This design comes from an exercise in tuning for small area, a short achievable clock period and few clock cycles per item on the open sky130 flow, not from production work. The RTL was checked by simulation tests, not by an equivalence proof against the original design.

File: flow/config.mk
export PLATFORM = sky130hd
export DESIGN_NAME = rc5_core_param
export DESIGN_NICKNAME = rc5_core_param
export VERILOG_FILES = /design/flow/design.v
export SDC_FILE = /design/flow/constraint.sdc
export NUM_CORES = 4
export LEC_CHECK = 0
export CAP_MARGIN = 20
export CORE_MARGIN = 2
export CORE_UTILIZATION = 40
export SLEW_MARGIN = 20
File: flow/constraint.sdc
create_clock -name core_clock -period 12.0 [get_ports {clock}]
set_input_delay 2.4000 -clock core_clock [delete_from_list [all_inputs] [get_ports {clock}]]
set_output_delay 2.4000 -clock core_clock [all_outputs]
set_load 0.01 [all_outputs]
File: flow/design.v
package rc5_pkg;
   typedef enum logic [1:0] {IDLE, ROUND, DONE} state_t;
   localparam logic ENC = 1'b0;
   localparam logic DEC = 1'b1;
   localparam int MAX_W = 64;
   typedef logic [MAX_W-1:0] word_t;
   function automatic word_t wmask(input int w);
      if (w >= MAX_W) wmask = '1;
      else            wmask = (word_t'(1) << w) - word_t'(1);
   endfunction
   function automatic word_t rotl(input word_t x, input int sh, input int w);
      word_t v;
      v = x & wmask(w);
      rotl = ((v << sh) | (v >> (w - sh))) & wmask(w);
   endfunction
   function automatic word_t rotr(input word_t x, input int sh, input int w);
      word_t v;
      v = x & wmask(w);
      rotr = ((v >> sh) | (v << (w - sh))) & wmask(w);
   endfunction
endpackage
module rc5_round
#(
   parameter int W = 16
) (
   input  logic         mode,
   input  logic [W-1:0] a,
   input  logic [W-1:0] b,
   input  logic [W-1:0] s_even,
   input  logic [W-1:0] s_odd,
   input  logic [W-1:0] s_zero,
   input  logic [W-1:0] s_one,
   input  logic         final_dec,
   output logic [W-1:0] a_nxt,
   output logic [W-1:0] b_nxt
);
   localparam int LW = $clog2(W);
   logic [W-1:0] ea, eb, da, db;
   always_comb begin
      ea = W'(rc5_pkg::rotl(rc5_pkg::word_t'(a ^ b), int'(b[LW-1:0]), W)) + s_even;
      eb = W'(rc5_pkg::rotl(rc5_pkg::word_t'(b ^ ea), int'(ea[LW-1:0]), W)) + s_odd;
      db = W'(rc5_pkg::rotr(rc5_pkg::word_t'(b - s_odd), int'(a[LW-1:0]), W)) ^ a;
      da = W'(rc5_pkg::rotr(rc5_pkg::word_t'(a - s_even), int'(db[LW-1:0]), W)) ^ db;
      if (final_dec) begin
         db = db - s_one;
         da = da - s_zero;
      end
      a_nxt = (mode == rc5_pkg::DEC) ? da : ea;
      b_nxt = (mode == rc5_pkg::DEC) ? db : eb;
   end
endmodule
module rc5_core_param
#(
   parameter  int W    = 32,
   parameter  int R    = 12,
   localparam int KA_W = $clog2(2*R+2)
) (
   input  logic            clock,
   input  logic            reset,
   input  logic            key_we,
   input  logic [KA_W-1:0] key_addr,
   input  logic [W-1:0]    key_wdata,
   output logic            key_err,
   input  logic            in_valid,
   output logic            in_ready,
   input  logic            in_mode,
   input  logic [2*W-1:0]  in_data,
   output logic            out_valid,
   input  logic            out_ready,
   output logic [2*W-1:0]  out_data,
   output logic            out_mode,
   output logic            busy
);
   localparam int              NK    = 2*R + 2;
   localparam logic [KA_W-1:0] KMAX  = KA_W'(NK - 1);
   localparam logic [KA_W-1:0] RLAST = KA_W'(R);
   localparam logic [KA_W-1:0] RONE  = KA_W'(1);
   rc5_pkg::state_t                state;
   logic [NK-1:0][W-1:0]  s_tab;
   logic [W-1:0]          a_r, b_r, a_nxt, b_nxt, s0_acc, s1_acc, a_ld, b_ld;
   logic                  mode_r;
   logic [KA_W-1:0]       rnd, idx_e, idx_o;
   logic                  accept, key_ok, key_wr, last, final_dec;
   assign in_ready = (state == rc5_pkg::IDLE) || (state == rc5_pkg::DONE && out_ready);
   assign accept   = in_valid && in_ready;
   assign key_ok   = (state != rc5_pkg::ROUND) && (key_addr <= KMAX);
   assign key_wr   = key_we && key_ok;
   assign s0_acc = (key_wr && key_addr == '0)   ? key_wdata : s_tab[0];
   assign s1_acc = (key_wr && key_addr == RONE) ? key_wdata : s_tab[1];
   assign a_ld   = (in_mode == rc5_pkg::DEC) ? in_data[W-1:0]   : in_data[W-1:0] + s0_acc;
   assign b_ld   = (in_mode == rc5_pkg::DEC) ? in_data[2*W-1:W] : in_data[2*W-1:W] + s1_acc;
   assign idx_e     = rnd << 1;
   assign idx_o     = idx_e | RONE;
   assign final_dec = (mode_r == rc5_pkg::DEC) && (rnd == RONE);
   assign last      = (mode_r == rc5_pkg::ENC) ? (rnd == RLAST) : final_dec;
   rc5_round #(.W(W)) u_round (
      .mode      (mode_r),
      .a         (a_r),
      .b         (b_r),
      .s_even    (s_tab[idx_e]),
      .s_odd     (s_tab[idx_o]),
      .s_zero    (s_tab[0]),
      .s_one     (s_tab[1]),
      .final_dec (final_dec),
      .a_nxt     (a_nxt),
      .b_nxt     (b_nxt)
   );
   always_ff @(posedge clock) begin
      if (reset) begin
         state     <= rc5_pkg::IDLE;
         s_tab     <= '0;
         a_r       <= '0;
         b_r       <= '0;
         mode_r    <= rc5_pkg::ENC;
         rnd       <= '0;
         out_valid <= 1'b0;
         out_data  <= '0;
         out_mode  <= rc5_pkg::ENC;
         busy      <= 1'b0;
         key_err   <= 1'b0;
      end else begin
         key_err <= key_we && !key_ok;
         if (key_wr) s_tab[key_addr] <= key_wdata;
         case (state)
            rc5_pkg::ROUND: begin
               a_r <= a_nxt;
               b_r <= b_nxt;
               rnd <= (mode_r == rc5_pkg::ENC) ? rnd + RONE : rnd - RONE;
               if (last) begin
                  state     <= rc5_pkg::DONE;
                  busy      <= 1'b0;
                  out_valid <= 1'b1;
                  out_data  <= {b_nxt, a_nxt};
                  out_mode  <= mode_r;
               end
            end
            rc5_pkg::IDLE, rc5_pkg::DONE: begin
               if (state == rc5_pkg::DONE && out_ready) begin
                  state     <= rc5_pkg::IDLE;
                  out_valid <= 1'b0;
               end
               if (accept) begin
                  state  <= rc5_pkg::ROUND;
                  busy   <= 1'b1;
                  a_r    <= a_ld;
                  b_r    <= b_ld;
                  mode_r <= in_mode;
                  rnd    <= (in_mode == rc5_pkg::DEC) ? RLAST : RONE;
               end
            end
            default: state <= rc5_pkg::IDLE;
         endcase
      end
   end
endmodule
File: flow/run.sh
#!/bin/bash
# synth_recipe.tcl (not shown) runs the flow's synth.tcl, then flattens the netlist and writes it again
# the make line also repeats each setting of config.mk as NAME=value (left out here)
make -C /OpenROAD-flow-scripts/flow DESIGN_CONFIG=/design/flow/config.mk WORK_HOME=/design/flow/orfs CLKGATE_MAP_FILE= SYNTH_SCRIPT=/design/flow/synth_recipe.tcl finish
==> results.yml <==
outcome:
  status: "complete, no violations"
cts:
  path_clk_slew_ns: 0.06
  h-tree-depth: 3
  cts_root_buf: "clkbuf_16"
  insertion_delay_ns: 0.78
  cts.hold.buffers_added: 0
  cts_tree: "built"
  cts_buffer_depth: 3
  cts.sinks: 972
  cts_inserted_buffers: 106
final_layout:
  mostFrequentLayoutCells: "nand2_1, a21oi_1, dfxtp_1"
  nets: 10324
  layoutNonFillerInstCount: 12360
  syn_to_final_growth_pct: 19.4
  layout_commonest_cell: "nand2_1"
  drive_gt1_frac: 0.171
  fill_cells: 17305
floorplan:
  die_x_um: 423
  die_area_um2: 179000
  row_count: 153
  core_area_um2: 174000
  io_pins: 176
  initial_core_util: 0.404
  die_h_um: 423
sta:
  setup_viol: 0
  maxSlewViolCount: 0
  fin_crit_ns: 11.49
  finalHoldViolCount: 0
  finalWorstSetupSlack_ns: 0.506
  fin_skew_ns: 0.0710
  timing.slew.headroom: 0.119
  worstMarginPinSlew_ns: 1.31
  fmax_mhz: 87.0
  post-route-period-util: 0.958
hold_path:
  hp-class: "reg2reg"
  min_from: "s_tab[182]$_SDFFE_PP0P_"
placed_design:
  dp_hpwl_um: 280000
  gp_congestion: 1.07
  io_buffers: 175
  place_inst: 12150
  dp_slack_ns: -0.0838
setup_path:
  critical_path_buf_inv_count: 11
  worstSetupStartpointType: "flip-flop"
  ff2ff_setup_slack_ns: 0.51
  crit_fanout: 24
  critPathKind: "reg2reg"
  worstPathRequired_ns: 12.66
  worstSetupStartpoint: "rnd[0]$_SDFFE_PP0P_"
  end_kind: "flip-flop"
  crit_path_top_delay_cell: "mux4_2"
  slowest_delay_ns: 0.60
  arrival_ns: 12.16
  path_delay_family: "compound AO/OA/AOI/OAI gates"
  crit_path_frequent_cell: "buf_4"
  rr_startpoint: "rnd[0]$_SDFFE_PP0P_"
logic_synthesis:
  ys_ff_latch: 972
  synth_area_um2: 70300
  yosysWarnings: 2
  ys_seq_area_frac: 0.277
  syn_nets: 9844
  synth_edf_count: 0
  synth_flop_cell: "dfxtp_1"
  synth_cells: 9466
  async_reset_ff_frac: 0
  ys_types: 110
  syn_area_per_cell_um2: 7.43
flow_run:
  cap_violations: 0
global_routing:
  grt_start_max_net_pins: 199
  antenna_found_initial: 15
  grt_pass1_wl_um: 519000
  gr-total-overflow: 0
  track_usage: 0.396
  grt_pass1_vias: 69869
drt:
  wirelength_um: 368000
  ant_nets: 0
  dr.pass1.iters: 6
  drc: 0
  wl_per_cell_um: 29.8
  via_per_inst: 6.11
  vias: 75496
  drt_iter0_markers: 9664
flip-flops by register name, summed over array words and instances, names as in the netlist:
name       cells
a_r           32
b_r           32
busy           1
key_err        1
mode_r         1
out_data      64
out_mode       1
out_valid      1
rnd            5
s_tab        832
state          2
final cells by class:
| type | count | area (µm²) | share of cell area |
|---|---|---|---|
| Inverter | 232 | 876 | 0.0104 |
| Clock buffer | 151 | 3030 | 0.0361 |
| Sequential cell | 972 | 19500 | 0.232 |
| Antenna cell | 5 | 12.5 | 0.000149 |
| Tap cell | 2325 | 2910 | 0.0347 |
| Clock inverter | 41 | 505 | 0.00602 |
| Multi-Input combinational cell | 7500 | 47600 | 0.567 |
| Timing Repair Buffer | 1134 | 9510 | 0.113 |
per-stage QoR:
step / cell area [µm²] / TNS, ns / hold slack [ns] / util
final: 83900 / 0 / 0.451 / 0.482
after floorplan: 70300 / 0 / 0.433 / -
after global routing: 83900 / -0.0464 / 0.465 / 0.482
after global placement: 79900 / -4.69 / 0.438 / 0.458
after detailed placement: 80000 / -0.142 / 0.444 / 0.459
after CTS: 83500 / 0 / 0.452 / 0.479
worst reg2reg max path: cells and delay by family (launching register included):
| family | cells | cell delay, ns |
|---|---|---|
| flops | 1 | 0.41 |
| xor+xnor | 1 | 0.26 |
| fa+ha+maj | 2 | 0.46 |
| mux | 7 | 2.63 |
| compound gates | 22 | 4.70 |
| buf+inv | 11 | 1.79 |
| simple gates | 8 | 1.13 |
worst paths after layout:
path,to,depth (start not counted)
max,out_data[31]$_SDFFE_PP0P_,51
min,s_tab[182]$_SDFFE_PP0P_,2
min reg2reg,s_tab[182]$_SDFFE_PP0P_,2
max reg2reg,out_data[31]$_SDFFE_PP0P_,51
cell families (layout without fill, tap and decap cells):
| kind of cell | count (synthesis) | after routing | share of synthesized area |
|---|---|---|---|
| compound gates | 2710 | 2710 | 0.233 |
| xor+xnor | 360 | 360 | 0.0458 |
| fa+ha+maj | 271 | 271 | 0.0491 |
| buf+inv | 994 | 1558 | 0.0546 |
| flops | 972 | 972 | 0.277 |
| mux | 631 | 631 | 0.132 |
| other cells | 0 | 5 | 0 |
| simple gates | 3528 | 3528 | 0.209 |
routing by layer:
layer  up-vias  track usage  routed length (µm)
met5         -            0                  39
met4         6        0.252               28100
met3       736       0.0585               31700
met2      3755        0.587              155000
met1     36814        0.536              153000
li1      34185            -                   -
repair_timing:
| action | CTS | global route |
|---|---|---|
| endpoints found under the setup margin | 2 | 29 |
| cloned | 0 | 1 |
| resized for setup | 4 | 61 |
| pin swaps | 0 | 8 |
| buffers inserted | 0 | 11 |
cells in the mapped netlist, types with 47 or more instances:
cell      instances  area share
nand3_1         122      0.0087
nand2_1        2231        0.12
a21oi_1        1326       0.094
mux4_2          220       0.070
nor3_1          120      0.0085
nor2_1          638       0.034
nand2b_1         47      0.0042
mux2_2          147       0.024
xor2_1          132       0.016
inv_1           219       0.012
and2_1          122       0.011
mux2i_1         261       0.037
buf_1            80      0.0043
xnor2_1         222       0.028
o21a_1           47      0.0050
clkbuf_1        638       0.034
a21o_1          110       0.012
ha_1            263       0.047
o22ai_1          60      0.0053
o211ai_1         80      0.0085
a211oi_1        195       0.021
o21ai_0         426       0.030
dfxtp_1         972        0.28
Testbench counts, summed over its fixed seeds: cycles 6,664, items 512.

## separate check: timing with driven ports
In the flow no input, the clock included, has a driving cell. The finished layout below was timed again as built, in two steps.
Step 1 sets driving cells, clkbuf_16 on the clock port and buf_2 on the other inputs (assumed; they add their load-dependent delay and slew).
Step 2 times the ports against the registers' clock, not the clock port: input delays grow and output delays shrink by t, the midpoint of the rising clock arrivals with the driver on.
Three values: no drivers, after step 1, after step 2; two values: the first two.
t (ns): 0.828
setup slack, ns: 0.506 / 0.506 / 0.506
cell pins on the clock port's net: 1
After both steps this run still meets setup and hold. For this run, drivers alone change the setup slack by 0.000 ns; drivers and shift together by 0.000 ns.
